This design comes from an exercise in tuning for small area on the open sky130 flow, not from production work. Function was checked by simulation only, so behaviour that the tests miss may differ from the original.

==> flow/design.v (outline; a module is shown in full before it is edited, if it fits) <==
// module ex_alu: 93 lines
// module ex_mult: 2815 lines
// module ex_xor2: 7 lines
// module ex_fa: 10 lines
// module rnn_spr_file: 41 lines
// module ex_writeback: 77 lines
// module ex_stage: 130 lines
module ex_stage (
  input  logic                             clk,
  input  logic                             rst_n,
  input  logic [3:0]                       alu_operator_i,
  input  logic [ex_pkg::xlen-1:0]          alu_operand_a_i,
  input  logic [ex_pkg::xlen-1:0]          alu_operand_b_i,
  input  logic [ex_pkg::xlen-1:0]          alu_operand_c_i,
  input  logic                             alu_en_i,
  input  logic [1:0]                       mult_operator_i,
  input  logic [ex_pkg::xlen-1:0]          mult_operand_a_i,
  input  logic [ex_pkg::xlen-1:0]          mult_operand_b_i,
  input  logic [ex_pkg::xlen-1:0]          mult_operand_c_i,
  input  logic                             mult_en_i,
  input  logic [ex_pkg::xlen-1:0]          mult_dot_op_a_i,
  input  logic [ex_pkg::xlen-1:0]          mult_dot_op_b_i,
  input  logic                             dot_spr_operand_i,
  input  logic                             lsu_en_i,
  input  logic [ex_pkg::xlen-1:0]          lsu_rdata_i,
  input  logic [rnn_pkg::tosprw_w-1:0]     lsu_tosprw_ex_i,
  input  logic [rnn_pkg::tospra_w-1:0]     lsu_tospra_ex_i,
  input  logic                             lsu_ready_ex_i,
  input  logic                             lsu_err_i,
  output logic                             compute_load_vliw_o,
  input  logic                             branch_in_ex_i,
  input  logic [ex_pkg::reg_addr_w-1:0]    regfile_alu_waddr_i,
  input  logic                             regfile_alu_we_i,
  input  logic                             regfile_we_i,
  input  logic [ex_pkg::reg_addr_w-1:0]    regfile_waddr_i,
  input  logic                             csr_access_i,
  input  logic [ex_pkg::xlen-1:0]          csr_rdata_i,
  output logic [ex_pkg::reg_addr_w-1:0]    regfile_waddr_wb_o,
  output logic                             regfile_we_wb_o,
  output logic [ex_pkg::xlen-1:0]          regfile_wdata_wb_o,
  output logic [ex_pkg::reg_addr_w-1:0]    regfile_alu_waddr_fw_o,
  output logic                             regfile_alu_we_fw_o,
  output logic [ex_pkg::xlen-1:0]          regfile_alu_wdata_fw_o,
  output logic [ex_pkg::xlen-1:0]          jump_target_o,
  output logic                             branch_decision_o,
  output logic                             ex_ready_o,
  output logic                             ex_valid_o,
  input  logic                             wb_ready_i
);
  // ...
==> flow/flow/run.sh <==
#!/bin/bash
# Standard ORFS layout with two changes: the port buffers are the smallest
# buffer cell, and clock tree synthesis adds no dummy loads and builds the
# tree from small clock buffers. Each step's output goes to its own log in
# the work folder.
set -euo pipefail
bash standard.sh synth > synth.log 2>&1
bash standard.sh "BUFFER_PORTS_ARGS=-buffer_cell sky130_fd_sc_hd__buf_1" \
  "CTS_ARGS=-sink_clustering_enable -repair_clock_nets -dont_use_dummy_load -buf_list {sky130_fd_sc_hd__clkbuf_4 sky130_fd_sc_hd__clkbuf_8}" \
  finish > layout.log 2>&1
==> flow/standard.sh <==
#!/bin/bash
# synth_recipe.tcl (not shown) runs the flow's synth.tcl, then flattens the netlist and writes it again
# the make line also repeats each setting of config.mk as NAME=value (left out here)
make -C /OpenROAD-flow-scripts/flow DESIGN_CONFIG=/design/flow/config.mk WORK_HOME=/design/flow/orfs CLKGATE_MAP_FILE= SYNTH_SCRIPT=/design/flow/synth_recipe.tcl "${@:-finish}"
==> flow/config.mk <==
export PLATFORM = sky130hd
export DESIGN_NAME = ex_stage
export DESIGN_NICKNAME = ex_stage
export VERILOG_FILES = /design/flow/design.v
export SDC_FILE = /design/flow/constraint.sdc
export NUM_CORES = 4
export LEC_CHECK = 0
export CAP_MARGIN = 5
export CORE_MARGIN = 2
export CORE_UTILIZATION = 40
export SLEW_MARGIN = 5
export SYNTH_HIERARCHICAL = 1
export SYNTH_MINIMUM_KEEP_SIZE = 0
==> flow/constraint.sdc <==
create_clock -name core_clock -period 22.0 [get_ports {clk}]
set_input_delay 4.4000 -clock core_clock [delete_from_list [all_inputs] [get_ports {clk}]]
set_output_delay 4.4000 -clock core_clock [all_outputs]
set_load 0.01 [all_outputs]
==> metrics.md, run 1 <==
| Metric | Value |
|---|---|
| CP Buf/Inv Count | 5 |
| Unrepaired setup endpoints after global routing | no |
| I/O pin total | 470 |
| Antenna diode count | 6 |
| Length of routed wiring on met1 | 58.9 mm |
| Placeable Area | 0.0900 mm^2 |
| Stages on the worst setup path | 35 |
| Number of standard cells in the layout, taps in and fillers out | 4,772 |
| Multi-input combinational cell area | 0.0275 mm^2 |
| Number of placed instances, taps included | 4,723 |
| Plain + repair buffers | 532 |
| Chip height | 305 um |
| Synthesized cell area | 0.0363 mm^2 |
| Data buffer area share | 6.41% |
| Worst Hold Margin | 0.455 ns |
| Launch point of the worst reg-to-reg path | u_spr.wspr_vld[0] |
| Critical path required time | 17.60 ns |
| Largest regs | u_spr.wspr_o x128, u_spr.aspr_o x64, u_wb.mult_result_q x32 |
| Status | timing/DRC/antenna clean |
| Main combinational cell family by area after synthesis | adder cells |
| Via count | 31,888 |
| Final standard cell utilization of the core | 43.9% |
| Multi-input gate count | 2,717 |
| Part of the Yosys area used for sequential elements | 19.9% |
| Multi-input logic portion of the cell area | 69.5% |
| Aggregate global routing overflow | 0 |
| Placement-stage cell area | 0.0389 mm^2 |
| Growth of design area from synthesis to finish | 8.91% |
| Top Usage Layer GRT | met2 |
| Hold/Removal Path Class | flop to flop |
| DR DRC count | 0 |
| Slowest cell delay on critical path | 0.56 ns |
| Largest register by flop count | u_spr.wspr_o |
==> run 2: changes to the inputs <==
==> flow/flow/run.sh (replaced) <==
#!/bin/bash
# Standard ORFS layout with these changes: the port buffers are the smallest
# buffer cell; clock tree synthesis adds no dummy loads, builds the tree from
# small clock buffers and uses larger sink clusters. Each step's output goes
# to its own log in the work folder.
set -euo pipefail
bash standard.sh synth > synth.log 2>&1
bash standard.sh "BUFFER_PORTS_ARGS=-buffer_cell sky130_fd_sc_hd__buf_1" \
  "CTS_ARGS=-sink_clustering_enable -repair_clock_nets -dont_use_dummy_load -buf_list {sky130_fd_sc_hd__clkbuf_4 sky130_fd_sc_hd__clkbuf_16} -sink_clustering_size 30 -sink_clustering_max_diameter 80" \
  finish > layout.log 2>&1
==> run 2 against run 1 <==
Still clean on timing, DRC and antenna. Non-clock buffer count unchanged. Fmax about the same. Die area unchanged. Critical path type unchanged.
==> metrics.md, run 2 <==
| Metric | Value |
|---|---|
| Via count | 31,753 (-0.42%) |
| Number of flip-flops in the largest register | 128 |
| Most frequent standard cell in the layout excluding fill and tap cells | sky130_fd_sc_hd__fa_1 |
| Final critical path time including I/O delays and setup | 20.99 ns |
| Pin count of the biggest net entering global routing | 55 |
| Initial antenna violation count | 16 |
| Clock slew at the register clock pins of the worst setup and hold paths | 0.04 ns |
| Period Utilization, post-route | 95.4% |
| Post-CTS setup repair buffer count | 0 |
| CTS tree | built |
| X dimension of the die | 305 um |
| Category of the worst setup path capture point | output pin |
| Growth of design area from synthesis to finish | 8.38% |
| Fin. max-slew vios | 0 |
| Vias per Instance | 6.69 |
| WL per Instance | 34.8 um |
| Critical path required time | 17.60 ns (about the same) |
| Slew headroom | 8.39% |
| Max Root-Sink Buffers | 3 |
| CTS-repair resized insts | 0 |
| Placement-stage cell area | 0.0389 mm^2 (unchanged) |
| Sum Neg Setup Slack | 0 ns |
| Hold/Removal Path Class | flop to flop |
| Aggregate global routing overflow | 0 (unchanged) |
| Per-instance average area after synthesis | 10.9 um^2 |
| Number of placement rows | 110 |
| Remaining number of nets flagged by the antenna check after routing | 0 |
| Total clock sinks | 243 |
| Category of the worst setup path launch point | input pin |
| Gr usage total | 34.6% |
| Global-route wire length before repair | 232 mm |
| Number of placed instances, taps included | 4,723 (unchanged) |
| Die area | 0.0932 mm^2 |
| Weighted congestion at the end of routability-driven global placement | 1.04 |
| Worst Path Max Fanout | 27 |
| Top cell type's share of synthesized area | 28.2% |
| Worst path most repeated cell | sky130_fd_sc_hd__fa_1 |
| Distinct cells, synth | 105 |
| Placeable Area | 0.0900 mm^2 (unchanged) |
| Top post-synthesis cells by count | 512 x sky130_fd_sc_hd__fa_1, 483 x sky130_fd_sc_hd__a22oi_1, 455 x sky130_fd_sc_hd__xnor2_1, 229 x sky130_fd_sc_hd__edfxtp_1, 224 x sky130_fd_sc_hd__nand2_1 |
| Delay-heaviest family, CP | adder cells |
| Most instantiated flip-flop cell in the synthesis netlist | sky130_fd_sc_hd__edfxtp_1 |
| Chip height | 305 um (unchanged) |
| Buffer cell driving the clock tree root | sky130_fd_sc_hd__clkbuf_16 |
| Number of standard cells in the layout, taps in and fillers out | 4,745 (-0.57%) |
| CTS hold repair buffers | 0 |
| Buffers on Ports | 391 |
| Total non-filler cell area in the finished layout | 0.0393 mm^2 |
| Max-Cap Viols | 0 |
| Number of instances in the synthesized netlist | 3,334 |
| Most area-consuming cells after synthesis | sky130_fd_sc_hd__fa_1 28%, sky130_fd_sc_hd__edfxtp_1 19%, sky130_fd_sc_hd__xnor2_1 11% |
| Number of clock buffers inserted by TritonCTS | 16 |
| Count of flip-flops with a built-in enable after synthesis | 229 |
| Largest register by flop count | u_spr.wspr_o |
| Total of endpoints with negative setup slack in the final report | 0 |
| Total Routed Length | 165 mm |
| Unrepaired setup endpoints after global routing | no |
| Final number of hold-violating endpoints | 0 |
| Net count, final | 4,513 |
| Setup skew after layout | 0.0856 ns |
| DR DRC count | 0 (unchanged) |
| Clock Latency Late Sink | 0.53 ns |
| Fraction of layout cells with a size suffix above 1 | 10.4% |
| Vias in the first global route | 31,310 |
| Critical Path AT | 16.59 ns |
| Ys Warns | 11 |
| Status | timing/DRC/antenna clean |
| Post-detailed-placement half-perimeter wirelength | 132 mm |
| Classification of the worst setup path | input pin to output pin |
| Most frequent cell after synthesis | sky130_fd_sc_hd__fa_1 |
| Largest regs | u_spr.wspr_o x128, u_spr.aspr_o x64, u_wb.mult_result_q x32 |
| Pre-antenna DRT Iters | 10 |
| Highest-count cells in the layout ignoring fill and taps | 512 x sky130_fd_sc_hd__fa_1, 483 x sky130_fd_sc_hd__a22oi_1, 455 x sky130_fd_sc_hd__xnor2_1 |
| I/O pin total | 470 (unchanged) |
| Synthesized cell area | 0.0363 mm^2 (unchanged) |
| Effective utilization at floorplan | 40.3% |
| Slowest cell delay on critical path | 0.57 ns (about the same) |
| Transition time of the tightest slew-check pin | 1.35 ns |
| Part of the Yosys area used for sequential elements | 19.9% (unchanged) |
| Post-synthesis register bit count | 243 |
| CP Buf/Inv Count | 5 (unchanged) |
| First-iteration detailed-routing DRC count | 5,339 |
| CP max-delay cell | sky130_fd_sc_hd__fa_1 |
| Post-synth top area cell | sky130_fd_sc_hd__fa_1 |
| Depth of the CTS H-tree | 1 |
| Achievable clock frequency | 47.7 MHz |
| Async S/R FF share, synth | 5.76% |
| Worst Hold Margin | 0.458 ns (+0.00316 ns) |
## run 2: cell counts after synthesis
No cell type changed its count.
## run 2: worst reg2reg max path: cells and delay by family (launching register included)
family                     cells  cell delay (ns)
xor gates and xnor gates       2             0.74
adders and majority gates     16             6.87
buffers and inverters          3             1.07
AOI/OAI and AO/OA              2             0.32
and+or+nand+nor                5             1.60
muxes                          2             0.56
DFF                            1             0.37
## run 2: final timing paths
path                                    startpoint                          to  slack [ns]  depth (start not counted)
worst max-delay path            lsu_tosprw_ex_i[2]  regfile_alu_wdata_fw_o[31]        1.01                         35
worst min-delay path             u_spr.aspr_vld[0]           u_spr.aspr_vld[0]        0.46                          1
worst max register to register   u_spr.wspr_vld[0]      u_wb.mult_result_q[31]       10.22                         30
worst min register to register   u_spr.aspr_vld[0]           u_spr.aspr_vld[0]        0.46                          1
max in group asynchronous                    rst_n           u_spr.aspr_vld[0]       17.46                          1
min in group asynchronous                    rst_n           u_spr.aspr_vld[1]        3.94                          1
## run 2: cell type report
cell class / instances / area (um^2)
sequential: 243 / 7230
clock buffer: 16 / 400
timing repair buffer: 532 / 2530
inverter: 55 / 206
fill: 8724 / 50700
tap: 1176 / 1470
multi-input combinational: 2717 / 27500
antenna: 6 / 15.0
## run 2: Yosys stat by module, one instance, submodules excluded
module,flip-flops and latches,cell area [um^2]
ex_alu,0,4650
ex_mult,0,13200
ex_fa,0,20.0
ex_stage,0,240
rnn_spr_file,198,6040
ex_xor2,0,8.76
ex_writeback,45,1930
## run 2: per-layer routing
metal  global-route usage [%]  routed length [um]  share of wire (%)
met1                     43.8               59300                 36
met2                     53.6               73200                 44
met3                     11.6               22800                 14
met4                     16.2                9660                5.9
met5                        0                 126              0.076
## run 2: kinds of logic (layout without fill, tap and decap cells)
kind of cell	Yosys count	count (layout)	share of synthesized area [%]
and+or+nand+nor	566	566	7.35
adders and majority gates	592	592	31.0
xor gates and xnor gates	490	490	12.2
buffers and inverters	377	603	4.99
AOI/OAI and AO/OA	907	907	18.5
muxes	155	155	6.06
other	4	13	0.0413
DFF	243	243	19.9
## run 2: metrics by stage
stage	utilization, %	worst slack [ns]
after floorplan	-	2.19
after global placement	43.2	1.32
after detailed placement	43.2	1.18
after CTS	43.7	1.22
after global routing	43.7	0.708
final	43.7	1.01
==> run 3: changes to the inputs <==
--- a/flow/flow/run.sh
+++ b/flow/flow/run.sh
@@ -8,3 +8,3 @@
 bash standard.sh "BUFFER_PORTS_ARGS=-buffer_cell sky130_fd_sc_hd__buf_1" \
-  "CTS_ARGS=-sink_clustering_enable -repair_clock_nets -dont_use_dummy_load -buf_list {sky130_fd_sc_hd__clkbuf_4 sky130_fd_sc_hd__clkbuf_16} -sink_clustering_size 30 -sink_clustering_max_diameter 80" \
+  "CTS_ARGS=-sink_clustering_enable -repair_clock_nets -dont_use_dummy_load -buf_list {sky130_fd_sc_hd__clkbuf_4 sky130_fd_sc_hd__clkbuf_8} -sink_clustering_size 16 -sink_clustering_max_diameter 80" \
   finish > layout.log 2>&1
--- a/flow/config.mk
+++ b/flow/config.mk
@@ -9,3 +9,3 @@
 export CORE_MARGIN = 2
-export CORE_UTILIZATION = 40
+export CORE_UTILIZATION = 50
 export SLEW_MARGIN = 5
==> run 3 against run 2 <==
Final cell count down 4.8%. Fmax decreased by 0.41%. Area after synthesis stayed put. Core utilization rose by 11 points. Synthesized cell count unchanged. Non-clock buffer count fell by 4. Critical path depth is 2 lower. Sequential cell count unchanged. Critical endpoint unchanged. Highest routed layer unchanged.
==> metrics.md, run 3 <==
| Metric | Value |
|---|---|
| Remaining number of nets flagged by the antenna check after routing | 0 (unchanged) |
| Post-CTS setup repair buffer count | 0 (unchanged) |
| Clock slew at the register clock pins of the worst setup and hold paths | 0.08 ns (+0.04 ns) |
| Highest-count cells in the layout ignoring fill and taps | 512 x sky130_fd_sc_hd__fa_1, 483 x sky130_fd_sc_hd__a22oi_1, 455 x sky130_fd_sc_hd__xnor2_1 |
| Buffers on Ports | 391 (unchanged) |
| Number of flip-flops in the largest register | 128 (unchanged) |
| Fin. max-slew vios | 0 (unchanged) |
| Largest register by flop count | u_spr.wspr_o |
| Achievable clock frequency | 47.5 MHz (-0.41%) |
| Most area-consuming cells after synthesis | sky130_fd_sc_hd__fa_1 28%, sky130_fd_sc_hd__edfxtp_1 19%, sky130_fd_sc_hd__xnor2_1 11% |
| CTS tree | built |
| Depth of the CTS H-tree | 1 (unchanged) |
| Clock Latency Late Sink | 0.57 ns (+0.04 ns) |
| Worst Setup Slack post-DPL | 1.16 ns (-0.0293 ns) |
| Final standard cell utilization of the core | 54.3% (+11 points) |
| Post-synthesis register bit count | 243 (unchanged) |
| Async S/R FF share, synth | 5.76% (unchanged) |
| Die area | 0.0748 mm^2 (-20%) |
| Growth of design area from synthesis to finish | 7.24% |
| Met1 usage | 54.8% (+11 points) |
| Weighted congestion at the end of routability-driven global placement | 1.09 (+4.6%) |
| Met3 Track Usage GR | 13.4% (+1.8 points) |
| Total of endpoints with negative setup slack in the final report | 0 (unchanged) |
| CP max-delay cell | sky130_fd_sc_hd__and3_1 |
| Pin count of the biggest net entering global routing | 40 (-27%) |
| Hold/Removal Path Class | flop to flop |
| Number of fill cells | 6,362 (-27%) |
| Setup skew after layout | 0.0666 ns (-0.0190 ns) |
| Net count, final | 4,512 (-0.022%) |
| CTS-repair resized insts | 0 (unchanged) |
| Met2 layer usage reported by global route | 71.5% (+18 points) |
| Slowest cell delay on critical path | 0.91 ns (+0.34 ns) |
| Top post-synthesis cells by count | 512 x sky130_fd_sc_hd__fa_1, 483 x sky130_fd_sc_hd__a22oi_1, 455 x sky130_fd_sc_hd__xnor2_1, 229 x sky130_fd_sc_hd__edfxtp_1, 224 x sky130_fd_sc_hd__nand2_1 |
| Category of the worst setup path launch point | input pin |
| Max Root-Sink Buffers | 3 (unchanged) |
| Final number of hold-violating endpoints | 0 (unchanged) |
| Global-route wire length before repair | 241 mm (+3.8%) |
| Worst path most repeated cell | sky130_fd_sc_hd__fa_1 |
| Part of the Yosys area used for sequential elements | 19.9% (unchanged) |
| CTS hold repair buffers | 0 (unchanged) |
| Buffer cell driving the clock tree root | sky130_fd_sc_hd__clkbuf_8 |
| I/O pin total | 470 (unchanged) |
| Top cell type's share of synthesized area | 28.2% (unchanged) |
| Period Utilization, post-route | 95.8% (+0.40 points) |
| Post-detailed-placement half-perimeter wirelength | 137 mm (+4.0%) |
| Sum Neg Setup Slack | 0 ns (unchanged) |
| Distinct cells, synth | 105 (unchanged) |
| Worst Hold Margin | 0.467 ns (+0.00893 ns) |
| Vias per Instance | 7.13 (+6.5%) |
| Most frequent standard cell in the layout excluding fill and tap cells | sky130_fd_sc_hd__fa_1 |
| Fraction of layout cells with a size suffix above 1 | 10.4% (about the same) |
| Worst Path Max Fanout | 35 (+30%) |
| Number of instances in the synthesized netlist | 3,334 (unchanged) |
| Reg2reg path depth | 29 (-3.3%) |
| Effective utilization at floorplan | 50.6% (+10 points) |
| Top Usage Layer GRT | met2 |
| Number of placement rows | 98 (-11%) |
| Final critical path time including I/O delays and setup | 21.07 ns (+0.0869 ns) |
| Count of flip-flops with a built-in enable after synthesis | 229 (unchanged) |
| Via count | 32,206 (+1.4%) |
| Per-instance average area after synthesis | 10.9 um^2 (unchanged) |
| Status | timing/DRC/antenna clean |
| DR DRC count | 0 (unchanged) |
| Slew headroom | 14.0% (+5.6 points) |
| Total clock sinks | 243 (unchanged) |
| Synthesized cell area | 0.0363 mm^2 (unchanged) |
| Placeable Area | 0.0717 mm^2 (-20%) |
| Gr usage total | 45.3% (+11 points) |
| Category of the worst setup path capture point | output pin |
| X dimension of the die | 273 um (-10%) |
| Most frequent cell after synthesis | sky130_fd_sc_hd__fa_1 |
| Max-Cap Viols | 0 (unchanged) |
| Total Routed Length | 170 mm (+2.9%) |
| Pre-antenna DRT Iters | 10 (unchanged) |
| Classification of the worst setup path | input pin to output pin |
| Largest regs | u_spr.wspr_o x128, u_spr.aspr_o x64, u_wb.mult_result_q x32 |
| Transition time of the tightest slew-check pin | 1.29 ns (-0.0616 ns) |
| Chip height | 273 um (-10%) |
| Aggregate global routing overflow | 0 (unchanged) |
| Unrepaired setup endpoints after global routing | no |
| Vias in the first global route | 33,173 (+6.0%) |
| Critical path required time | 17.60 ns (about the same) |
| Number of clock buffers inserted by TritonCTS | 19 (+3) |
| Worst setup slack after layout | 0.928 ns (-0.0869 ns) |
| First-iteration detailed-routing DRC count | 4,469 (-16%) |
| WL per Instance | 37.6 um (+8.1%) |
| Hold Path Stages | 1 (unchanged) |
| Most instantiated flip-flop cell in the synthesis netlist | sky130_fd_sc_hd__edfxtp_1 |
| Initial antenna violation count | 13 (-3) |
| Critical Path AT | 16.67 ns (+0.08 ns) |
| Ys Warns | 11 (unchanged) |
| Post-synth top area cell | sky130_fd_sc_hd__fa_1 |
run 3: cell counts after synthesis:
No cell type changed its count.
run 3: path summary, 6_finish.rpt:
path	start	to	slack (ns)
setup / recovery	dot_spr_operand_i	regfile_alu_wdata_fw_o[31]	0.93
setup reg to reg	u_spr.aspr_vld[0]	u_wb.mult_result_q[31]	10.21
min in group asynchronous	rst_n	u_wb.regfile_waddr_lsu[0]	3.88
hold / removal	u_spr.aspr_vld[1]	u_spr.aspr_vld[1]	0.47
hold reg to reg	u_spr.aspr_vld[1]	u_spr.aspr_vld[1]	0.47
max in group asynchronous	rst_n	u_spr.aspr_vld[0]	17.60
run 3: Yosys stat by module, one instance, submodules excluded, a selection:
module | cells | flip-flops and latches | cell area (um^2) | copies in the design
ex_writeback | 107 | 45 | 1930 | 1
ex_xor2 | 1 | 0 | 8.76 | 1
ex_mult | 1900 | 0 | 13200 | 1
ex_alu | 564 | 0 | 4650 | 1
ex_fa | 1 | 0 | 20.0 | 512
ex_stage | 32 | 0 | 240 | 1
run 3: logic make-up after synthesis:
family | share of synthesized area, %
fa+ha+maj | 31.0
simple gates | 7.35
xor+xnor | 12.2
mux | 6.06
other cells | 0.0413
buf+inv | 4.99
compound gates | 18.5
flops | 19.9
run 3: area by class of cell:
class                           instances  area [um^2]  area share (%)
Timing Repair Buffer                  528         2530            6.50
Clock buffer                           19          262           0.672
Multi-Input combinational cell       2717        27500            70.7
Tap cell                              950         1190            3.05
Antenna cell                            5         12.5          0.0321
Sequential cell                       243         7230            18.6
Inverter                               55          206           0.530
run 3: critical path, delay by kind of cell:
family	cells	cell delay [ns]
xor gates and xnor gates	1	0.18
buffers and inverters	3	1.08
AOI/OAI and AO/OA	7	2.12
muxes	2	0.49
adders and majority gates	16	7.01
and+or+nand+nor	4	1.36
run 3: layer usage:
metal	vias to the layer above	share of wire [%]
met5	-	0.061
met4	16	7.6
met3	620	12
met2	2583	46
met1	16374	35
li1	12613	-
run 3: stage by stage:
| step | cell area [um^2] | cells |
|---|---|---|
| after floorplan | 36300 | 3337 |
| after global placement | 38600 | 4493 |
| after detailed placement | 38600 | 4493 |
| after CTS | 38900 | 4512 |
| after global routing | 38900 | 4512 |
| final | 38900 | 4517 |
==> run 4: changes to the inputs <==
--- a/flow/config.mk
+++ b/flow/config.mk
@@ -9,3 +9,3 @@
 export CORE_MARGIN = 2
-export CORE_UTILIZATION = 50
+export CORE_UTILIZATION = 40
 export SLEW_MARGIN = 5
==> run 4 against run 3 <==
Sequential share of layout area down 0.13 points. Still clean on timing, DRC and antenna. Global-route usage shrank 11 points. Largest cell class unchanged.
==> metrics.md, run 4 <==
| Metric | Value |
|---|---|
| Pin count of the biggest net entering global routing | 55 (+38%) |
| Clock slew at the register clock pins of the worst setup and hold paths | 0.09 ns (about the same) |
| Die area | 0.0932 mm^2 (+25%) |
| Met1 usage | 44.2% (-11 points) |
| Worst Path Max Fanout | 27 (-23%) |
| Max Root-Sink Buffers | 3 (unchanged) |
| Area taken by flip-flops and latches | 0.00723 mm^2 (unchanged) |
| Period Utilization, post-route | 95.5% (-0.27 points) |
| Critical path required time | 17.60 ns (about the same) |
| I/O pin total | 470 (unchanged) |
| Post-CTS setup repair buffer count | 0 (unchanged) |
| Final standard cell utilization of the core | 43.6% (-11 points) |
| Total Routed Length | 165 mm (-2.9%) |
| Setup skew after layout | 0.0594 ns (-0.00725 ns) |
| CTS hold repair buffers | 0 (unchanged) |
| Most frequent cell after synthesis | sky130_fd_sc_hd__fa_1 |
| Initial antenna violation count | 18 (+5) |
| Most instantiated flip-flop cell in the synthesis netlist | sky130_fd_sc_hd__edfxtp_1 |
| Aggregate global routing overflow | 0 (unchanged) |
| Category of the worst setup path capture point | output pin |
| Hold/Removal Path Class | flop to flop |
| Vias in the first global route | 31,269 (-5.7%) |
| Number of instances in the synthesized netlist | 3,334 (unchanged) |
| Slew headroom | 12.3% (-1.7 points) |
| Number of fill cells | 8,741 (+37%) |
| Chip height | 305 um (+12%) |
| Post-synthesis register bit count | 243 (unchanged) |
| Post-synth top area cell | sky130_fd_sc_hd__fa_1 |
| Final critical path time including I/O delays and setup | 21.01 ns (-0.0591 ns) |
| Effective utilization at floorplan | 40.3% (-10 points) |
| Buffer cell driving the clock tree root | sky130_fd_sc_hd__clkbuf_8 |
| Achievable clock frequency | 47.6 MHz (+0.28%) |
| Fraction of layout cells with a size suffix above 1 | 10.5% (+0.072 points) |
| Count of flip-flops with a built-in enable after synthesis | 229 (unchanged) |
| Pre-antenna DRT Iters | 9 (-1) |
| Number of flip-flops in the largest register | 128 (unchanged) |
| Final number of hold-violating endpoints | 0 (unchanged) |
| CP max-delay cell | sky130_fd_sc_hd__xnor2_1 |
| Unrepaired setup endpoints after global routing | no |
| Total of endpoints with negative setup slack in the final report | 0 (unchanged) |
| Post-detailed-placement half-perimeter wirelength | 132 mm (-3.9%) |
| Transition time of the tightest slew-check pin | 1.32 ns (+0.0300 ns) |
| Part of the Yosys area used for sequential elements | 19.9% (unchanged) |
| Placement-stage cell area | 0.0389 mm^2 (+0.72%) |
| DR DRC count | 0 (unchanged) |
| Global-route wire length before repair | 232 mm (-3.7%) |
| Max-Cap Viols | 0 (unchanged) |
| Growth of design area from synthesis to finish | 7.98% |
| Depth of the CTS H-tree | 1 (unchanged) |
| Placeable Area | 0.0900 mm^2 (+25%) |
| Top post-synthesis cells by count | 512 x sky130_fd_sc_hd__fa_1, 483 x sky130_fd_sc_hd__a22oi_1, 455 x sky130_fd_sc_hd__xnor2_1, 229 x sky130_fd_sc_hd__edfxtp_1, 224 x sky130_fd_sc_hd__nand2_1 |
| Via count | 31,711 (-1.5%) |
| Most frequent standard cell in the layout excluding fill and tap cells | sky130_fd_sc_hd__fa_1 |
| Gr usage total | 34.6% (-11 points) |
| Vias per Instance | 6.68 (-6.3%) |
| Synthesized cell area | 0.0363 mm^2 (unchanged) |
| CTS-repair resized insts | 0 (unchanged) |
| Met3 Track Usage GR | 11.0% (-2.4 points) |
| Clock Latency Late Sink | 0.58 ns (about the same) |
| Net count, final | 4,516 (+0.089%) |
| Buffers on Ports | 391 (unchanged) |
| Worst path most repeated cell | sky130_fd_sc_hd__fa_1 |
| First-iteration detailed-routing DRC count | 5,297 (+19%) |
| Number of placed instances, taps included | 4,723 (+5.1%) |
| Classification of the worst setup path | input pin to output pin |
| Top Usage Layer GRT | met2 |
| Slowest cell delay on critical path | 0.57 ns (-0.34 ns) |
| Status | timing/DRC/antenna clean |
| CTS tree | built |
| X dimension of the die | 305 um (+12%) |
| WL per Instance | 34.8 um (-7.6%) |
| Most area-consuming cells after synthesis | sky130_fd_sc_hd__fa_1 28%, sky130_fd_sc_hd__edfxtp_1 19%, sky130_fd_sc_hd__xnor2_1 11% |
| Multi-input combinational cell area | 0.0275 mm^2 (about the same) |
| Worst Hold Margin | 0.463 ns (-0.00341 ns) |
| Per-instance average area after synthesis | 10.9 um^2 (unchanged) |
| Met2 layer usage reported by global route | 53.8% (-18 points) |
| Total clock sinks | 243 (unchanged) |
| Critical Path AT | 16.61 ns (-0.06 ns) |
| Remaining number of nets flagged by the antenna check after routing | 0 (unchanged) |
| Largest regs | u_spr.wspr_o x128, u_spr.aspr_o x64, u_wb.mult_result_q x32 |
| Number of clock buffers inserted by TritonCTS | 19 (unchanged) |
| Weighted congestion at the end of routability-driven global placement | 1.04 (-4.4%) |
| Async S/R FF share, synth | 5.76% (unchanged) |
| Largest register by flop count | u_spr.wspr_o |
| Category of the worst setup path launch point | input pin |
| Highest-count cells in the layout ignoring fill and taps | 512 x sky130_fd_sc_hd__fa_1, 483 x sky130_fd_sc_hd__a22oi_1, 455 x sky130_fd_sc_hd__xnor2_1 |
| Number of standard cells in the layout, taps in and fillers out | 4,746 (+5.1%) |
| Total non-filler cell area in the finished layout | 0.0392 mm^2 (+0.69%) |
| Ys Warns | 11 (unchanged) |
| Sum Neg Setup Slack | 0 ns (unchanged) |
| Number of placement rows | 110 (+12%) |
| Fin. max-slew vios | 0 (unchanged) |
| Distinct cells, synth | 105 (unchanged) |
| Top cell type's share of synthesized area | 28.2% (unchanged) |
## run 4: per-module statistics from Yosys (local to each module, per instance)
module	area (um^2)	cells inside
rnn_spr_file	6040	218
ex_writeback	1930	107
ex_alu	4650	564
ex_xor2	8.76	1
ex_mult	13200	1900
ex_fa	20.0	1
ex_stage	240	32
## run 4: cell type report
cell class	instances	share of cell area [%]
clock buffer	19	0.667
inverter	55	0.527
timing repair buffer	532	6.46
sequential	243	18.4
antenna	4	0.0255
tap	1176	3.75
multi-input combinational	2717	70.1
## run 4: through the flow
step	setup WS, ns
after detailed placement	1.18
after CTS	1.22
after global routing	0.706
final	0.987
after floorplan	2.19
after global placement	1.32
## run 4: final timing paths
path                                    startpoint                         end  slack, ns  cells after the start
worst max-delay path            lsu_tosprw_ex_i[2]  regfile_alu_wdata_fw_o[31]       0.99                     35
worst min-delay path             u_spr.aspr_vld[1]           u_spr.aspr_vld[1]       0.46                      1
worst max register to register   u_spr.wspr_vld[0]      u_wb.mult_result_q[31]      10.23                     30
worst min register to register   u_spr.aspr_vld[1]           u_spr.aspr_vld[1]       0.46                      1
max in group asynchronous                    rst_n           u_spr.aspr_vld[0]      17.60                      1
min in group asynchronous                    rst_n           u_spr.wspr_vld[0]       3.88                      1
## run 4: cells by family after synthesis
family | Yosys count | share of synthesized area (%)
fa+ha+maj | 592 | 31.0
buf+inv | 377 | 4.99
mux | 155 | 6.06
xor+xnor | 490 | 12.2
compound gates | 907 | 18.5
flops | 243 | 19.9
other cells | 4 | 0.0413
simple gates | 566 | 7.35
## run 4: per-layer routing
metal / up-vias / wire length [um]
met2: 2542 / 73400
met3: 497 / 22100
met1: 16039 / 59800
met4: 32 / 9540
li1: 12601 / -
met5: - / 189
## run 4: critical path: cells and delay by family
family                     cells  cell delay, ns
and+or+nand+nor                6            1.86
AOI/OAI and AO/OA              4            0.80
muxes                          2            0.56
buffers and inverters          5            1.34
xor gates and xnor gates       2            0.75
adders and majority gates     16            6.86
==> run 5: changes to the inputs <==
--- a/flow/flow/run.sh
+++ b/flow/flow/run.sh
@@ -9,2 +9,2 @@
   "CTS_ARGS=-sink_clustering_enable -repair_clock_nets -dont_use_dummy_load -buf_list {sky130_fd_sc_hd__clkbuf_4 sky130_fd_sc_hd__clkbuf_8} -sink_clustering_size 16 -sink_clustering_max_diameter 80" \
-  finish > layout.log 2>&1
+  REMOVE_ABC_BUFFERS=1 finish > layout.log 2>&1
--- a/flow/config.mk
+++ b/flow/config.mk
@@ -10,2 +10,3 @@
 export CORE_UTILIZATION = 40
+export GPL_TIMING_DRIVEN = 0
 export SLEW_MARGIN = 5
==> run 5 against run 4 <==
Now fails the layout checks on max-capacitance violations, max-slew violations. Count of clock-buffer cells in the layout is the same. First-iteration DRC count shrank 20%. Clock skew shrank 0.0030 ns. Die area is the same. Critical endpoint unchanged.
==> metrics.md, run 5 <==
| Metric | Value |
|---|---|
| Worst path most repeated cell | sky130_fd_sc_hd__fa_1 |
| Number of placement rows | 110 (unchanged) |
| CTS tree | built |
| Effective utilization at floorplan | 40.3% (unchanged) |
| Number of flip-flops in the largest register | 128 (unchanged) |
| Total of endpoints with negative setup slack in the final report | 0 (unchanged) |
| Setup skew after layout | 0.0563 ns (-0.00303 ns) |
| CP max-delay cell | sky130_fd_sc_hd__ha_2 |
| Async S/R FF share, synth | 5.76% (unchanged) |
| Distinct cells, synth | 105 (unchanged) |
| Classification of the worst setup path | input pin to output pin |
| Launch point of the critical path | mult_operator_i[1] |
| Transition time of the tightest slew-check pin | 1.55 ns (+0.234 ns) |
| Worst Hold Margin | 0.467 ns (+0.00353 ns) |
| Max Root-Sink Buffers | 3 (unchanged) |
| Depth of the CTS H-tree | 1 (unchanged) |
| Clock slew at the register clock pins of the worst setup and hold paths | 0.10 ns (about the same) |
| Most frequent standard cell in the layout excluding fill and tap cells | sky130_fd_sc_hd__fa_1 |
| Total non-filler cell area in the finished layout | 0.0394 mm^2 (+0.40%) |
| Most area-consuming cells after synthesis | sky130_fd_sc_hd__fa_1 28%, sky130_fd_sc_hd__edfxtp_1 19%, sky130_fd_sc_hd__xnor2_1 11% |
| Achievable clock frequency | 46.0 MHz (-3.4%) |
| Via count | 31,192 (-1.6%) |
| Gr usage total | 33.3% (-1.3 points) |
| Final number of hold-violating endpoints | 0 (unchanged) |
| Post-synth top area cell | sky130_fd_sc_hd__fa_1 |
| Vias per Instance | 6.68 (about the same) |
| Critical Path AT | 17.35 ns (+0.74 ns) |
| Fin. max-slew vios | 3 (+3) |
| Total Routed Length | 159 mm (-3.7%) |
| Growth of design area from synthesis to finish | 8.41% |
| Initial antenna violation count | 28 (+10) |
| Pin count of the biggest net entering global routing | 39 (-29%) |
| Slew headroom | -3.34% (-16 points) |
| Buffer cell driving the clock tree root | sky130_fd_sc_hd__clkbuf_8 |
| Launch point of the worst reg-to-reg path | u_spr.wspr_vld[0] |
| Part of the Yosys area used for sequential elements | 19.9% (unchanged) |
| Final critical path time including I/O delays and setup | 21.75 ns (+0.737 ns) |
| Most frequent cell after synthesis | sky130_fd_sc_hd__fa_1 |
| Critical path required time | 17.60 ns (about the same) |
| Total clock sinks | 243 (unchanged) |
| Flop-to-flop setup slack | 9.52 ns (-0.71 ns) |
| Highest-count cells in the layout ignoring fill and taps | 512 x sky130_fd_sc_hd__fa_1, 483 x sky130_fd_sc_hd__a22oi_1, 455 x sky130_fd_sc_hd__xnor2_1 |
| Fraction of layout cells with a size suffix above 1 | 9.08% (-1.4 points) |
| Most instantiated flip-flop cell in the synthesis netlist | sky130_fd_sc_hd__edfxtp_1 |
| Beginning of the worst hold path | u_spr.aspr_vld[1] |
| Chip height | 305 um (unchanged) |
| I/O pin total | 470 (unchanged) |
| Number of standard cells in the layout, taps in and fillers out | 4,671 (-1.6%) |
| Post-detailed-placement half-perimeter wirelength | 126 mm (-4.2%) |
| Placeable Area | 0.0900 mm^2 (unchanged) |
| Synthesized cell area | 0.0363 mm^2 (unchanged) |
| First-iteration detailed-routing DRC count | 4,240 (-20%) |
| Top cell type's share of synthesized area | 28.2% (unchanged) |
| Number of placed instances, taps included | 4,636 (-1.8%) |
| Aggregate global routing overflow | 0 (unchanged) |
| Category of the worst setup path capture point | output pin |
| Weighted congestion at the end of routability-driven global placement | 1.00 (-3.9%) |
| Hold/Removal Path Class | flop to flop |
| Period Utilization, post-route | 98.9% (+3.4 points) |
| WL per Instance | 34.0 um (-2.2%) |
| Per-instance average area after synthesis | 10.9 um^2 (unchanged) |
| Placement-stage cell area | 0.0390 mm^2 (+0.18%) |
| Failed Checks | max-capacitance violations, max-slew violations |
| Category of the worst setup path launch point | input pin |
| Unrepaired setup endpoints after global routing | no |
| Clock Latency Late Sink | 0.52 ns (-0.06 ns) |
| Slowest cell delay on critical path | 0.93 ns (+0.36 ns) |
| Buffers on Ports | 391 (unchanged) |
| Top post-synthesis cells by count | 512 x sky130_fd_sc_hd__fa_1, 483 x sky130_fd_sc_hd__a22oi_1, 455 x sky130_fd_sc_hd__xnor2_1, 229 x sky130_fd_sc_hd__edfxtp_1, 224 x sky130_fd_sc_hd__nand2_1 |
| Post-synthesis register bit count | 243 (unchanged) |
| Remaining number of nets flagged by the antenna check after routing | 0 (unchanged) |
| Vias in the first global route | 30,738 (-1.7%) |
| Ys Warns | 11 (unchanged) |
| Pre-antenna DRT Iters | 9 (unchanged) |
| Status | finished with violations |
| Number of clock buffers inserted by TritonCTS | 19 (unchanged) |
| Largest register by flop count | u_spr.wspr_o |
| Number of instances in the synthesized netlist | 3,334 (unchanged) |
| Count of flip-flops with a built-in enable after synthesis | 229 (unchanged) |
| DR DRC count | 0 (unchanged) |
| Net count, final | 4,432 (-1.9%) |
| X dimension of the die | 305 um (unchanged) |
| Worst Path Max Fanout | 33 (+22%) |
| Largest regs | u_spr.wspr_o x128, u_spr.aspr_o x64, u_wb.mult_result_q x32 |
| Die area | 0.0932 mm^2 (unchanged) |
| Max-Cap Viols | 1 (+1) |
| Global-route wire length before repair | 225 mm (-2.9%) |
run 5: changes by cell type in the layout (fill, tap and decap cells not counted), sizes merged:
cell / before / now
diode: 4 / 13
buf: 529 / 447
clkbuf: 22 / 20
run 5: cells by family after synthesis:
family	synth area share (%)
AOI/OAI and AO/OA	18.5
muxes	6.06
adders and majority gates	31.0
other	0.0413
buffers and inverters	4.99
DFF	19.9
and+or+nand+nor	7.35
xor gates and xnor gates	12.2
run 5: metrics by stage:
step           util, %  worst slack (ns)  setup TNS, ns
6_report          43.7             0.250              0
5_1_grt           43.7           0.00320              0
4_1_cts           43.6            0.0106              0
3_5_place_dp      43.3            0.0307              0
3_3_place_gp      41.8             -8.79        -244.81
2_1_floorplan        -            -0.960          -6.34
run 5: per-module statistics from Yosys, one instance, submodules excluded:
module / cells inside / area (um^2) / times used / flops+latches
ex_writeback: 107 / 1930 / 1 / 45
ex_alu: 564 / 4650 / 1 / 0
ex_xor2: 1 / 8.76 / 1 / 0
rnn_spr_file: 218 / 6040 / 1 / 198
ex_mult: 1900 / 13200 / 1 / 0
ex_fa: 1 / 20.0 / 512 / 0
ex_stage: 32 / 240 / 1 / 0
run 5: worst max-delay path, delay by kind of cell:
family / cells / cell delay [ns]
xor gates and xnor gates: 2 / 0.45
adders and majority gates: 17 / 7.93
muxes: 2 / 0.64
AOI/OAI and AO/OA: 3 / 0.78
and+or+nand+nor: 3 / 0.91
buffers and inverters: 7 / 2.12
run 5: area by class of cell:
class	instances	area [um^2]
diodes	13	32.5
clock buffers	19	262
fillers	8653	50700
inverters	55	213
multi-input cells	2717	27600
flip-flops and latches	243	7230
well taps	1176	1470
repair buffers	448	2520
run 5: worst paths after layout:
| check | to | cells past startpoint |
|---|---|---|
| hold / removal | u_spr.aspr_vld[1] | 1 |
| min in group asynchronous | u_wb.regfile_waddr_lsu[3] | 1 |
| max in group asynchronous | u_spr.wspr_vld[3] | 1 |
| setup reg to reg | u_wb.mult_result_q[31] | 31 |
| hold reg to reg | u_spr.aspr_vld[1] | 1 |
| setup / recovery | regfile_alu_wdata_fw_o[31] | 34 |
run 5: per-layer routing:
layer	up-vias	wire length [um]	GRT usage, %	part of all wire (%)
met1	16003	60000	44.0	38
met3	365	20000	9.77	13
li1	12467	-	-	-
met2	2335	70600	51.0	44
met4	22	8190	14.4	5.2
met5	-	120	0	0.076
run 5: repair_timing:
| action | 4_1_cts | 5_1_grt |
|---|---|---|
| setup buffers | 0 | 2 |
| setup endpoints to repair | 0 | 11 |
| hold endpoints to repair | 0 | 0 |
| gates resized for setup | 0 | 12 |
| hold buffers | 0 | 0 |
==> run 6: changes to the inputs <==
==> flow/flow/run.sh (replaced) <==
#!/bin/bash
# Standard ORFS layout with these changes: the port buffers are the smallest
# buffer cell; clock tree synthesis adds no dummy loads and builds the tree
# from small clock buffers; after synthesis, the resizer may not use data
# buffers larger than buf_2. Each step's output goes to its own log in the
# work folder.
set -euo pipefail
bash standard.sh synth > synth.log 2>&1
DU="sky130_fd_sc_hd__probe_p_8 sky130_fd_sc_hd__probec_p_8 sky130_fd_sc_hd__lpflow_bleeder_1 sky130_fd_sc_hd__lpflow_clkbufkapwr_1 sky130_fd_sc_hd__lpflow_clkbufkapwr_16 sky130_fd_sc_hd__lpflow_clkbufkapwr_2 sky130_fd_sc_hd__lpflow_clkbufkapwr_4 sky130_fd_sc_hd__lpflow_clkbufkapwr_8 sky130_fd_sc_hd__lpflow_clkinvkapwr_1 sky130_fd_sc_hd__lpflow_clkinvkapwr_16 sky130_fd_sc_hd__lpflow_clkinvkapwr_2 sky130_fd_sc_hd__lpflow_clkinvkapwr_4 sky130_fd_sc_hd__lpflow_clkinvkapwr_8 sky130_fd_sc_hd__lpflow_decapkapwr_12 sky130_fd_sc_hd__lpflow_decapkapwr_3 sky130_fd_sc_hd__lpflow_decapkapwr_4 sky130_fd_sc_hd__lpflow_decapkapwr_6 sky130_fd_sc_hd__lpflow_decapkapwr_8 sky130_fd_sc_hd__lpflow_inputiso0n_1 sky130_fd_sc_hd__lpflow_inputiso0p_1 sky130_fd_sc_hd__lpflow_inputiso1n_1 sky130_fd_sc_hd__lpflow_inputiso1p_1 sky130_fd_sc_hd__lpflow_inputisolatch_1 sky130_fd_sc_hd__lpflow_isobufsrc_1 sky130_fd_sc_hd__lpflow_isobufsrc_16 sky130_fd_sc_hd__lpflow_isobufsrc_2 sky130_fd_sc_hd__lpflow_isobufsrc_4 sky130_fd_sc_hd__lpflow_isobufsrc_8 sky130_fd_sc_hd__lpflow_isobufsrckapwr_16 sky130_fd_sc_hd__lpflow_lsbuf_lh_hl_isowell_tap_1 sky130_fd_sc_hd__lpflow_lsbuf_lh_hl_isowell_tap_2 sky130_fd_sc_hd__lpflow_lsbuf_lh_hl_isowell_tap_4 sky130_fd_sc_hd__lpflow_lsbuf_lh_isowell_4 sky130_fd_sc_hd__lpflow_lsbuf_lh_isowell_tap_1 sky130_fd_sc_hd__lpflow_lsbuf_lh_isowell_tap_2 sky130_fd_sc_hd__lpflow_lsbuf_lh_isowell_tap_4"
bash standard.sh "BUFFER_PORTS_ARGS=-buffer_cell sky130_fd_sc_hd__buf_1" \
  "CTS_ARGS=-sink_clustering_enable -repair_clock_nets -dont_use_dummy_load -buf_list {sky130_fd_sc_hd__clkbuf_4 sky130_fd_sc_hd__clkbuf_8}" \
  "DONT_USE_CELLS=$DU sky130_fd_sc_hd__buf_4 sky130_fd_sc_hd__buf_6 sky130_fd_sc_hd__buf_8 sky130_fd_sc_hd__buf_12 sky130_fd_sc_hd__buf_16" \
  finish > layout.log 2>&1
--- a/flow/config.mk
+++ b/flow/config.mk
@@ -10,3 +10,2 @@
 export CORE_UTILIZATION = 40
-export GPL_TIMING_DRIVEN = 0
 export SLEW_MARGIN = 5
==> run 6 against run 5 <==
Now clean on timing, DRC and antenna. Setup slack improved by 0.65 ns. Sequential share of layout area down 0.38 points. Fmax rose by 3.1%. Cell area is 2.1% higher. Area after synthesis did not move. Sequential cell count did not move. Via count grew 2.3%.
==> metrics.md, run 6 <==
| Metric | Value |
|---|---|
| Worst Setup Slack post-DPL | 0.979 ns (+0.949 ns) |
| Achievable clock frequency | 47.4 MHz (+3.1%) |
| Max Root-Sink Buffers | 3 (unchanged) |
| Ys Warns | 11 (unchanged) |
| Max-Cap Viols | 0 (-1) |
| Status | timing/DRC/antenna clean |
| Fraction of layout cells with a size suffix above 1 | 8.95% (-0.12 points) |
| Post-synth top area cell | sky130_fd_sc_hd__fa_1 |
| Slowest cell delay on critical path | 0.66 ns (-0.27 ns) |
| Period Utilization, post-route | 95.9% (-3.0 points) |
| Detailed route wirelength on metal3 | 19.8 mm (-1.2%) |
| Worst path most repeated cell | sky130_fd_sc_hd__fa_1 |
| Buffer cell driving the clock tree root | sky130_fd_sc_hd__clkbuf_8 |
| Synthesized cell area | 0.0363 mm^2 (unchanged) |
| Post-detailed-placement half-perimeter wirelength | 138 mm (+9.6%) |
| Vias per Instance | 6.68 (about the same) |
| Per-instance average area after synthesis | 10.9 um^2 (unchanged) |
| CP max-delay cell | sky130_fd_sc_hd__or3b_1 |
| Part of the Yosys area used for sequential elements | 19.9% (unchanged) |
| I/O pin total | 470 (unchanged) |
| Final critical path time including I/O delays and setup | 21.10 ns (-0.655 ns) |
| Growth of design area from synthesis to finish | 10.7% |
| Pin count of the biggest net entering global routing | 55 (+41%) |
| CP Buf/Inv Count | 7 (unchanged) |
| Chip height | 305 um (unchanged) |
| Gr usage total | 35.9% (+2.5 points) |
| Number of placement rows | 110 (unchanged) |
| Delay-heaviest family, CP | adder cells |
| CTS hold repair buffers | 0 (unchanged) |
| WL per Instance | 35.6 um (+4.6%) |
| Slew headroom | 5.07% (+8.4 points) |
| Met2 routed wirelength | 77.5 mm (+9.8%) |
| WHS Endpoint | u_spr.aspr_vld[1] |
| Global-route wire length before repair | 238 mm (+5.7%) |
| Critical Path AT | 16.70 ns (-0.65 ns) |
| Length of routed wiring on met1 | 63.1 mm (+5.3%) |
| CTS tree | built |
| DR DRC count | 0 (unchanged) |
| Hold Path Stages | 1 (unchanged) |
| Sum Neg Setup Slack | 0 ns (unchanged) |
| Clock Latency Late Sink | 0.61 ns (+0.09 ns) |
| Weighted congestion at the end of routability-driven global placement | 1.08 (+7.8%) |
| Buffers on Ports | 391 (unchanged) |
| Pre-antenna DRT Iters | 9 (unchanged) |
| Flop-to-flop setup slack | 10.16 ns (+0.64 ns) |
| Count of flip-flops with a built-in enable after synthesis | 229 (unchanged) |
| Remaining number of nets flagged by the antenna check after routing | 0 (unchanged) |
| Largest regs | u_spr.wspr_o x128, u_spr.aspr_o x64, u_wb.mult_result_q x32 |
| Classification of the worst setup path | input pin to output pin |
| Top post-synthesis cells by count | 512 x sky130_fd_sc_hd__fa_1, 483 x sky130_fd_sc_hd__a22oi_1, 455 x sky130_fd_sc_hd__xnor2_1, 229 x sky130_fd_sc_hd__edfxtp_1, 224 x sky130_fd_sc_hd__nand2_1 |
| Placeable Area | 0.0900 mm^2 (unchanged) |
| Category of the worst setup path capture point | output pin |
| Critical path required time | 17.60 ns (about the same) |
| Most frequent standard cell in the layout excluding fill and tap cells | sky130_fd_sc_hd__fa_1 |
| Hold/Removal Path Class | flop to flop |
| Area taken by flip-flops and latches | 0.00723 mm^2 (about the same) |
| Top cell type's share of synthesized area | 28.2% (unchanged) |
| Worst flop-to-flop path endpoint | u_wb.mult_result_q[31] |
| Distinct cells, synth | 105 (unchanged) |
| Worst setup slack after layout | 0.905 ns (+0.655 ns) |
| Most frequent cell after synthesis | sky130_fd_sc_hd__fa_1 |
| Initial antenna violation count | 18 (-36%) |
| Largest register by flop count | u_spr.wspr_o |
| X dimension of the die | 305 um (unchanged) |
| Via count | 31,902 (+2.3%) |
| Reg2reg path depth | 30 (-3.2%) |
| Unrepaired setup endpoints after global routing | no |
| Number of fill cells | 8,656 (+0.035%) |
| Number of clock buffers inserted by TritonCTS | 42 (+23) |
| Highest-count cells in the layout ignoring fill and taps | 512 x sky130_fd_sc_hd__fa_1, 483 x sky130_fd_sc_hd__a22oi_1, 455 x sky130_fd_sc_hd__xnor2_1 |
| Post-CTS setup repair buffer count | 0 (unchanged) |
| Aggregate global routing overflow | 0 (unchanged) |
| Total Routed Length | 170 mm (+7.0%) |
| CTS-repair resized insts | 0 (unchanged) |
| Effective utilization at floorplan | 40.3% (unchanged) |
| Most area-consuming cells after synthesis | sky130_fd_sc_hd__fa_1 28%, sky130_fd_sc_hd__edfxtp_1 19%, sky130_fd_sc_hd__xnor2_1 11% |
| Number of flip-flops in the largest register | 128 (unchanged) |
| Highest metal layer with signal wires | met5 |
| Clock slew at the register clock pins of the worst setup and hold paths | 0.05 ns (-0.05 ns) |
| Total of endpoints with negative setup slack in the final report | 0 (unchanged) |
| Worst Path Max Fanout | 36 (+9.1%) |
| Die area | 0.0932 mm^2 (unchanged) |
| Multi-input combinational cell area | 0.0275 mm^2 (-0.44%) |
| Net count, final | 4,546 (+2.6%) |
| Post-synthesis register bit count | 243 (unchanged) |
| Beginning of the worst hold path | u_spr.aspr_vld[1] |
| Number of instances in the synthesized netlist | 3,334 (unchanged) |
| Vias in the first global route | 32,135 (+4.5%) |
| Final number of hold-violating endpoints | 0 (unchanged) |
| Launch point of the worst reg-to-reg path | u_spr.wspr_vld[2] |
| Fin. max-slew vios | 0 (-3) |
| Depth of the CTS H-tree | 2 (+1) |
| Transition time of the tightest slew-check pin | 1.42 ns (-0.126 ns) |
| Total clock sinks | 243 (unchanged) |
| Setup skew after layout | 0.0734 ns (+0.0171 ns) |
| Most instantiated flip-flop cell in the synthesis netlist | sky130_fd_sc_hd__edfxtp_1 |
| Category of the worst setup path launch point | input pin |
| First-iteration detailed-routing DRC count | 5,190 (+22%) |
| Async S/R FF share, synth | 5.76% (unchanged) |
[run 6: logic make-up after synthesis]
group | share of synthesized area [%]
AND/OR/NAND/NOR | 7.35
XOR/XNOR | 12.2
multiplexers | 6.06
adder cells (fa/ha/maj) | 31.0
flip-flops | 19.9
AO/OA/AOI/OAI | 18.5
buffers and inverters | 4.99
other | 0.0413
[run 6: Yosys stat by module (local to each module, per instance)]
module / cells inside / cell area [um^2] / flops+latches
ex_xor2: 1 / 8.76 / 0
ex_fa: 1 / 20.0 / 0
ex_writeback: 107 / 1930 / 45
rnn_spr_file: 218 / 6040 / 198
ex_stage: 32 / 240 / 0
ex_alu: 564 / 4650 / 0
ex_mult: 1900 / 13200 / 0
[run 6: layout make-up]
| type | count | share of cell area, % |
|---|---|---|
| Sequential cell | 243 | 18.0 |
| Antenna cell | 3 | 0.0187 |
| Timing Repair Buffer | 539 | 7.92 |
| Inverter | 55 | 0.514 |
| Multi-Input combinational cell | 2717 | 68.5 |
| Tap cell | 1176 | 3.66 |
| Clock buffer | 42 | 1.44 |
[run 6: worst max-delay path by stage]
stage,startpoint,endpoint,slack [ns],depth (start not counted)
after floorplan,mult_operator_i[1],regfile_alu_wdata_fw_o[21],2.19,37
after global placement,mult_operator_i[1],regfile_alu_wdata_fw_o[31],1.15,34
after detailed placement,lsu_tosprw_ex_i[2],regfile_alu_wdata_fw_o[31],0.98,35
after CTS,lsu_tosprw_ex_i[2],regfile_alu_wdata_fw_o[31],1.02,35
after global routing,lsu_tosprw_ex_i[2],regfile_alu_wdata_fw_o[31],0.53,35
final,mult_operator_i[1],regfile_alu_wdata_fw_o[31],0.90,34
[run 6: per-layer routing]
| metal | GRT usage, % | up-vias |
|---|---|---|
| li1 | - | 12688 |
| met1 | 46.1 | 16247 |
| met2 | 57.0 | 2487 |
| met3 | 9.12 | 456 |
| met4 | 16.2 | 24 |
| met5 | 0 | - |
[run 6: stage by stage]
| stage | utilization [%] | cells | area [um^2] | hold WS, ns |
|---|---|---|---|---|
| after global routing | 44.6 | 4774 | 40200 | 0.479 |
| after CTS | 44.6 | 4772 | 40200 | 0.458 |
| final | 44.6 | 4775 | 40200 | 0.455 |
| after floorplan | - | 3337 | 36300 | 0.424 |
| after global placement | 44.0 | 4730 | 39600 | 0.445 |
| after detailed placement | 44.0 | 4730 | 39600 | 0.444 |
[run 6: worst reg2reg max path: cells and delay by family, from the launching register on]
family	cells	cell delay, ns
compound gates	2	0.76
simple gates	4	1.36
mux	2	0.58
xor+xnor	2	0.53
flops	1	0.36
fa+ha+maj	17	6.97
buf+inv	3	1.00

[re-timing with driven ports]
How much do the figures lean on ideal ports? The routed layouts below were timed once more, with nothing changed but the port constraints.
Step 1: set_driving_cell puts a clkbuf_16 on clk and a buf_2 on each other input, an assumption about the parent block.
Step 2, shift: input delay + t, output delay - t, t = (earliest + latest rising clock arrival at the registers) / 2. This alone moves slack from input paths to output paths.
Three values: no drivers, after step 1, after step 2; two values: the first two.
| run | t, ns | setup WS [ns] | worst setup path at the end |
|---|---|---|---|
| run 1 | 0.623 | 1.002 / 0.977 / 0.977 | input to output |
| run 2 | 0.533 | 1.015 / 0.989 / 0.989 | input to output |
| run 3 | 0.589 | 0.928 / 0.901 / 0.901 | input to output |
| run 4 | 0.588 | 0.987 / 0.962 / 0.962 | input to output |
| run 5 | 0.522 | 0.250 / 0.227 / 0.227 | input to output |
| run 6 | 0.614 | 0.905 / 0.883 / 0.883 | input to output |
For run 3, which loses most, drivers alone change the setup slack by -0.027 ns; drivers and shift together by -0.027 ns.
